Context: an optimization exercise on an open-source flow, tuned for small area, a short achievable clock period and few clock cycles per item. The choices shown serve that exercise and are no tape-out recipe. Function not checked in this run: the RTL went through the layout flow alone. No activity file was given, so power comes from the tool's default toggle rates.

<file path="flow/config.mk">
export PLATFORM = sky130hd
export DESIGN_NAME = double_to_integer_round_convert
export DESIGN_NICKNAME = double_to_integer_round_convert
export VERILOG_FILES = /design/flow/design.v
export SDC_FILE = /design/flow/constraint.sdc
export NUM_CORES = 4
export LEC_CHECK = 0
export CAP_MARGIN = 20
export CORE_MARGIN = 2
export CORE_UTILIZATION = 40
export SLEW_MARGIN = 20
</file>
<file path="flow/constraint.sdc">
create_clock -name core_clock -period 13.5 [get_ports {aclk}]
set_input_delay 2.7000 -clock core_clock [delete_from_list [all_inputs] [get_ports {aclk}]]
set_output_delay 2.7000 -clock core_clock [all_outputs]
set_load 0.01 [all_outputs]
</file>
<file path="flow/run.sh">
#!/bin/bash
# synth_recipe.tcl (not shown) runs the flow's synth.tcl, then flattens the netlist and writes it again
# the make line also repeats each setting of config.mk as NAME=value (left out here)
make -C /OpenROAD-flow-scripts/flow DESIGN_CONFIG=/design/flow/config.mk WORK_HOME=/design/flow/orfs CLKGATE_MAP_FILE= SYNTH_SCRIPT=/design/flow/synth_recipe.tcl finish
</file>
<file path="flow/design.v">
package d2i_pkg;
    localparam logic [1:0] MD_NEAR = 2'd0;
    localparam logic [1:0] MD_ZERO = 2'd1;
    localparam logic [1:0] MD_UP   = 2'd2;
    localparam logic [1:0] MD_DOWN = 2'd3;
    localparam logic [1:0] REQ_INTEGRAL = 2'd0;
    localparam logic [1:0] REQ_SIGNED   = 2'd1;
    function automatic logic [1:0] enc_mode(input logic [2:0] c);
        case (c)
            3'd1:    enc_mode = MD_ZERO;
            3'd2:    enc_mode = MD_UP;
            3'd3:    enc_mode = MD_DOWN;
            default: enc_mode = MD_NEAR;
        endcase
    endfunction
endpackage
module d2i_core (
    input  logic [1:0]  req,
    input  logic [63:0] x,
    input  logic [1:0]  md,
    output logic [63:0] res,
    output logic        inx,
    output logic        ovf
);
    logic        s;
    logic [10:0] e;
    logic [51:0] f;
    logic        hid;
    logic [63:0] t;
    logic [63:0] r;
    logic [63:0] lm;
    logic [5:0]  a;
    logic        special, big, ovl, tiny, lt1, fnz;
    logic        rnd, stk, lsb, exact_n, inc;
    logic [63:0] va;
    logic        cin;
    logic [51:0] fm;
    logic        is_int;
    always_comb begin
        s   = x[63];
        e   = x[62:52];
        f   = x[51:0];
        hid = (e != 11'd0);
        fnz = (f != 52'd0);
        special = (e == 11'h7FF);
        a   = hid ? (e[5:0] + 6'd13) : 6'd14;
        big = (e >= 11'd1075);
        ovl = (e >= 11'd1139);
        tiny = (e < 11'd1012);
        lt1 = (e < 11'd1023);
        t   = {11'd0, hid, f};
        r   = (t << a) | (t >> (7'd64 - {1'b0, a}));
        for (int i = 0; i < 64; i++) lm[i] = (i < a);
        if (tiny) begin
            rnd = 1'b0;
            stk = hid | fnz;
            lsb = 1'b0;
        end else begin
            rnd = r[63];
            stk = |(r[62:0] & ~lm[62:0]);
            lsb = r[0];
        end
        exact_n = !(rnd | stk);
        case (md)
            d2i_pkg::MD_ZERO: inc = 1'b0;
            d2i_pkg::MD_UP:   inc = !exact_n && !s;
            d2i_pkg::MD_DOWN: inc = !exact_n && s;
            default:          inc = rnd && (stk || lsb);
        endcase
        for (int i = 0; i < 52; i++) fm[i] = !lm[63 - i];
        is_int = (req != d2i_pkg::REQ_INTEGRAL);
        ovf = 1'b0;
        inx = 1'b0;
        cin = 1'b0;
        if (special) begin
            if (is_int) begin
                va  = {fnz, 63'd0};
                ovf = (req == d2i_pkg::REQ_SIGNED);
            end else begin
                va  = {x[63:52], x[51] | fnz, x[50:0]};
            end
        end else if (big) begin
            if (is_int) begin
                va  = (ovl ? 64'd0 : (r & ~lm)) ^ {64{s}};
                cin = s;
                if (req == d2i_pkg::REQ_SIGNED)
                    ovf = s ? (e > 11'd1086 || (e == 11'd1086 && fnz)) : (e >= 11'd1086);
            end else begin
                va  = x;
            end
        end else begin
            inx = !exact_n;
            if (is_int) begin
                va  = (tiny ? 64'd0 : (r & lm)) ^ {64{s}};
                cin = inc ^ s;
            end else if (lt1) begin
                va  = {s, inc ? 63'h3FF0_0000_0000_0000 : 63'd0};
            end else begin
                va  = {x[63:52], (f & ~fm) | (fm & {52{inc}})};
                cin = inc;
            end
        end
        res = va + {63'd0, cin};
    end
endmodule
module double_to_integer_round_convert (
    input  logic        aclk,
    input  logic        aresetn,
    input  logic        cfg_valid,
    output logic        cfg_ready,
    input  logic [2:0]  cfg_data,
    input  logic        s_valid,
    output logic        s_ready,
    input  logic [1:0]  s_req_type,
    input  logic [63:0] s_operand_bits,
    input  logic [2:0]  s_round_sel,
    output logic        m_valid,
    input  logic        m_ready,
    output logic [63:0] m_result_bits,
    output logic        m_inexact_flag,
    output logic        m_overflow_flag
);
    logic [1:0]  mode_reg;
    logic        in_valid_reg;
    logic [1:0]  in_req_reg;
    logic [63:0] in_x_reg;
    logic [1:0]  in_mode_reg;
    logic        out_valid_reg;
    logic [63:0] out_res_reg;
    logic        out_inx_reg;
    logic        out_ovf_reg;
    logic        skid_valid_reg;
    logic [63:0] skid_res_reg;
    logic        skid_inx_reg;
    logic        skid_ovf_reg;
    logic [63:0] res;
    logic        inx, ovf;
    assign cfg_ready = 1'b1;
    assign s_ready   = !skid_valid_reg;
    always_ff @(posedge aclk) begin
        if (!aresetn) mode_reg <= d2i_pkg::MD_NEAR;
        else if (cfg_valid) mode_reg <= d2i_pkg::enc_mode(cfg_data);
    end
    always_ff @(posedge aclk) begin
        if (!aresetn) in_valid_reg <= 1'b0;
        else if (s_ready) in_valid_reg <= s_valid;
        if (s_valid && s_ready) begin
            in_req_reg  <= s_req_type;
            in_x_reg    <= s_operand_bits;
            in_mode_reg <= (s_round_sel == 3'd0) ? mode_reg : d2i_pkg::enc_mode(s_round_sel);
        end
    end
    d2i_core u_core (.req(in_req_reg), .x(in_x_reg), .md(in_mode_reg), .res(res), .inx(inx), .ovf(ovf));
    always_ff @(posedge aclk) begin
        if (!aresetn) begin
            out_valid_reg  <= 1'b0;
            skid_valid_reg <= 1'b0;
        end else begin
            if (skid_valid_reg) begin
                if (m_ready) begin
                    out_valid_reg  <= 1'b1;
                    skid_valid_reg <= 1'b0;
                end
            end else if (!out_valid_reg || m_ready) begin
                out_valid_reg <= in_valid_reg;
            end else if (in_valid_reg) begin
                skid_valid_reg <= 1'b1;
            end
        end
        if (skid_valid_reg) begin
            if (m_ready) begin
                out_res_reg <= skid_res_reg;
                out_inx_reg <= skid_inx_reg;
                out_ovf_reg <= skid_ovf_reg;
            end
        end else if (!out_valid_reg || m_ready) begin
            out_res_reg <= res;
            out_inx_reg <= inx;
            out_ovf_reg <= ovf;
        end else if (in_valid_reg) begin
            skid_res_reg <= res;
            skid_inx_reg <= inx;
            skid_ovf_reg <= ovf;
        end
    end
    assign m_valid         = out_valid_reg;
    assign m_result_bits   = out_res_reg;
    assign m_inexact_flag  = out_inx_reg;
    assign m_overflow_flag = out_ovf_reg;
endmodule
</file>
==> run summary <==
[through the flow]
stage | utilization (%) | power [mW] | setup slack (ns)
floorplan | - | 1.72 | 5.32
global placement | 44.5 | 2.50 | 2.70
detailed placement | 44.5 | 2.50 | 2.47
CTS | 45.7 | 3.15 | 2.46
global route | 45.7 | 3.30 | 2.10
finish | 45.8 | 3.27 | 2.54
[placed cells by master (no fill, tap or decap), types with 54 or more instances in the layout]
| cell | netlist | final |
|---|---|---|
| a31oi_1 | 62 | 57 |
| nor3_1 | 153 | 149 |
| o21ai_0 | 297 | 291 |
| nor2_1 | 358 | 351 |
| xnor2_1 | 85 | 82 |
| nor4_1 | 64 | 61 |
| nand3_1 | 87 | 87 |
| nand2_1 | 287 | 285 |
| mux2i_1 | 171 | 171 |
| clkdlybuf4s50_1 | 0 | 144 |
| edfxtp_1 | 200 | 200 |
| o22ai_1 | 132 | 132 |
| a21oi_1 | 261 | 258 |
| xor2_1 | 58 | 57 |
| buf_4 | 14 | 157 |
| mux2_2 | 54 | 54 |
| o211ai_1 | 75 | 75 |
[worst paths after layout]
| path | endpoint | slack (ns) | depth (start not counted) | startpoint |
|---|---|---|---|---|
| worst max-delay path | out_res_reg[60] | 2.54 | 26 | in_x_reg[53] |
| worst min-delay path | out_valid_reg | 0.53 | 2 | in_valid_reg |
| worst max register to register | out_res_reg[60] | 2.54 | 26 | in_x_reg[53] |
| worst min register to register | out_valid_reg | 0.53 | 2 | in_valid_reg |
[metal layers]
| metal | GRT usage, % | vias to the layer above | share of wire, % |
|---|---|---|---|
| li1 | - | 13211 | - |
| met1 | 62.5 | 15738 | 35 |
| met2 | 71.9 | 3106 | 39 |
| met3 | 23.1 | 907 | 15 |
| met4 | 42.3 | 16 | 10 |
| met5 | 1.24 | - | 0.11 |
[layout make-up]
| cell class | count | area, um^2 | area share, % |
|---|---|---|---|
| diodes | 14 | 35.0 | 0.121 |
| clock buffers | 27 | 591 | 2.04 |
| clock inverters | 15 | 164 | 0.566 |
| inverters | 32 | 120 | 0.415 |
| multi-input cells | 2849 | 18100 | 62.7 |
| flip-flops and latches | 205 | 6110 | 21.1 |
| well taps | 846 | 1060 | 3.66 |
| repair buffers | 306 | 2710 | 9.37 |
[kinds of logic after synthesis]
logic type,count (synthesis)
AO/OA/AOI/OAI,1273
AND/OR/NAND/NOR,1198
adder cells (fa/ha/maj),6
buffers and inverters,383
multiplexers,228
XOR/XNOR,143
other,1
flip-flops,205
[power by group]
part	internal (mW)	leakage, nW	switching, mW
sequential	0.774	2.00	0.0492
combinational	0.525	7.44	1.27
clock	0.371	0.364	0.278
total	1.67	9.80	1.60
[worst register-to-register path, stage by stage (launching register included)]
cell      delay [ns]
edfxtp_1        0.63
inv_1           0.22
ha_4            0.15
or4b_1          0.74
nor3_4          0.32
buf_12          0.47
or3_1           0.76
nand2_1         0.64
buf_4           0.45
nor4_1          0.34
a211oi_1        0.17
a21oi_1         0.25
or4b_1          0.47
nor4bb_1        0.49
nand4_1         0.41
o21ai_0         0.49
a21oi_1         0.30
nand2_1         0.13
nand2_1         0.05
a21oi_1         0.22
ha_1            0.18
o211ai_1        0.12
a2111o_1        0.44
or4_1           0.83
or4_1           0.77
or4_1           0.58
a31oi_1         0.18
==> reports/metrics.csv <==
metric,value,unit
run_status,finished clean,
finalNetCount,3500,
grt_pass1_wl,244,mm
ys.flop_type,edfxtp_1,
cts_hold_buffers,0,
cts_resized,0,
synth.most_common_cell,nor2_1,
hold_ws,0.531,ns
htreeDepth,1,
ys_warn_count,2,
placed_area,0.0281,mm^2
drc,0,
synth_compound_area_share,32.5,%
cp-end-kind,register,
syn_avg_cell_area,7.44,um^2
cts-root-buf,clkbuf_16,
synth-edff-count,200,
syn_nets,3520,
drt_iter0_drc,6873,
synth_simple_gate_area_share,22.4,%
dpl.hpwl,133,mm
period_share,81.2,%
io_pins,146,
track_usage,52.3,%
yosys.area_share.adder,0.293,%
synth.mux.area_fraction,9.33,%
setup.worst_path.start_class,register,
tns,0,ns
cp_num_buf_inv,3,
grt_pass1_vias,29578,
cap_violations,0,
clock_latency,0.59,ns
powerDensity,113,mW/mm^2
synth_top_area_cell,edfxtp_1,
synth_top_family_by_area,compound AO/OA/AOI/OAI gates,
gp_congestion,1.15,
rows,92,
fmax,0.0913,GHz
instances_no_fill,4294,
vias,32978,
die_h,257,um
antenna_found_initial,12,
wirelength,179,mm
place_inst,4237,
avgViaCountPerCell,7.68,
grt_max_degree,197,
syn_area,0.0256,mm^2
p_leak,9.80,nW
cts_sinks,205,
grt_overflow,0,
arrival,11.37,ns
cpLargestDelayFamily,simple AND/OR/NAND/NOR gates,
skew,0.0293,ns
synth.top_cell.area_share,23.5,%
area_growth,13.1,%
yosysSeqAreaShare,23.9,%
synth_xor_area_share,4.90,%
layout-drive-gt1-share,10.4,%
slew_violations,0,
clk_path_buf_depth,3,
cp.required,13.92,ns
wire_per_inst,41.8,um
max_stage_delay,0.83,ns
crit_fanout,133,
die_area,0.0660,mm^2
io_buffers,144,
synthArstFlopShare,0,%
hold_viol,0,
synth-seq-cells,205,
clk_pin_slew,0.06,ns
synth_common_cells,"nor2_1 (358), o21ai_0 (297), nand2_1 (287), a21oi_1 (261), edfxtp_1 (200)",
ant_nets,0,
final_cell_area,0.0289,mm^2
slowest_stage,or4_1,
cts_made_buffers,23,
die_w,257,um
cts_setup_buffers,0,
cts_tree,yes,
rsz0062_at_grt,false,
min_period,10.96,ns
final-setup-viol-count,0,
hold_class,register to register,
syn_inst,3437,
start_util,40.5,%
yosysUniqueCellTypes,105,
peakVddDrop,0.000105,V
drt-pass1-iter-count,11,
core,0.0632,mm^2
synth_area_leaders,"edfxtp_1 (23%), mux2i_1 (6.7%), o21ai_0 (5.8%)",
tightestPinTransition,1.36,ns
fillers,6326,
slew_headroom,8.34,%
critPathKind,register to register,

[separate check: timing with driven ports]
The results above use ideal ports. As a check the final layout listed here was re-extracted and re-timed, cells and wires unchanged. Step 1 assumes that a clkbuf_16 drives the clock port and a buf_2 every other input. Step 2 times the ports against the registers' clock, not the clock port: input delays grow and output delays shrink by t, the midpoint of the rising clock arrivals with the driver on. Three values: ideal, step 1, step 2; two values: the first two.
t (ns): 0.641
setup slack, ns: 2.544 / 2.544 / 2.544
worst setup path at the end: register to register
After both steps setup and hold are still met in this run. For this run, drivers alone change the setup slack by 0.000 ns; drivers and shift together by 0.000 ns.
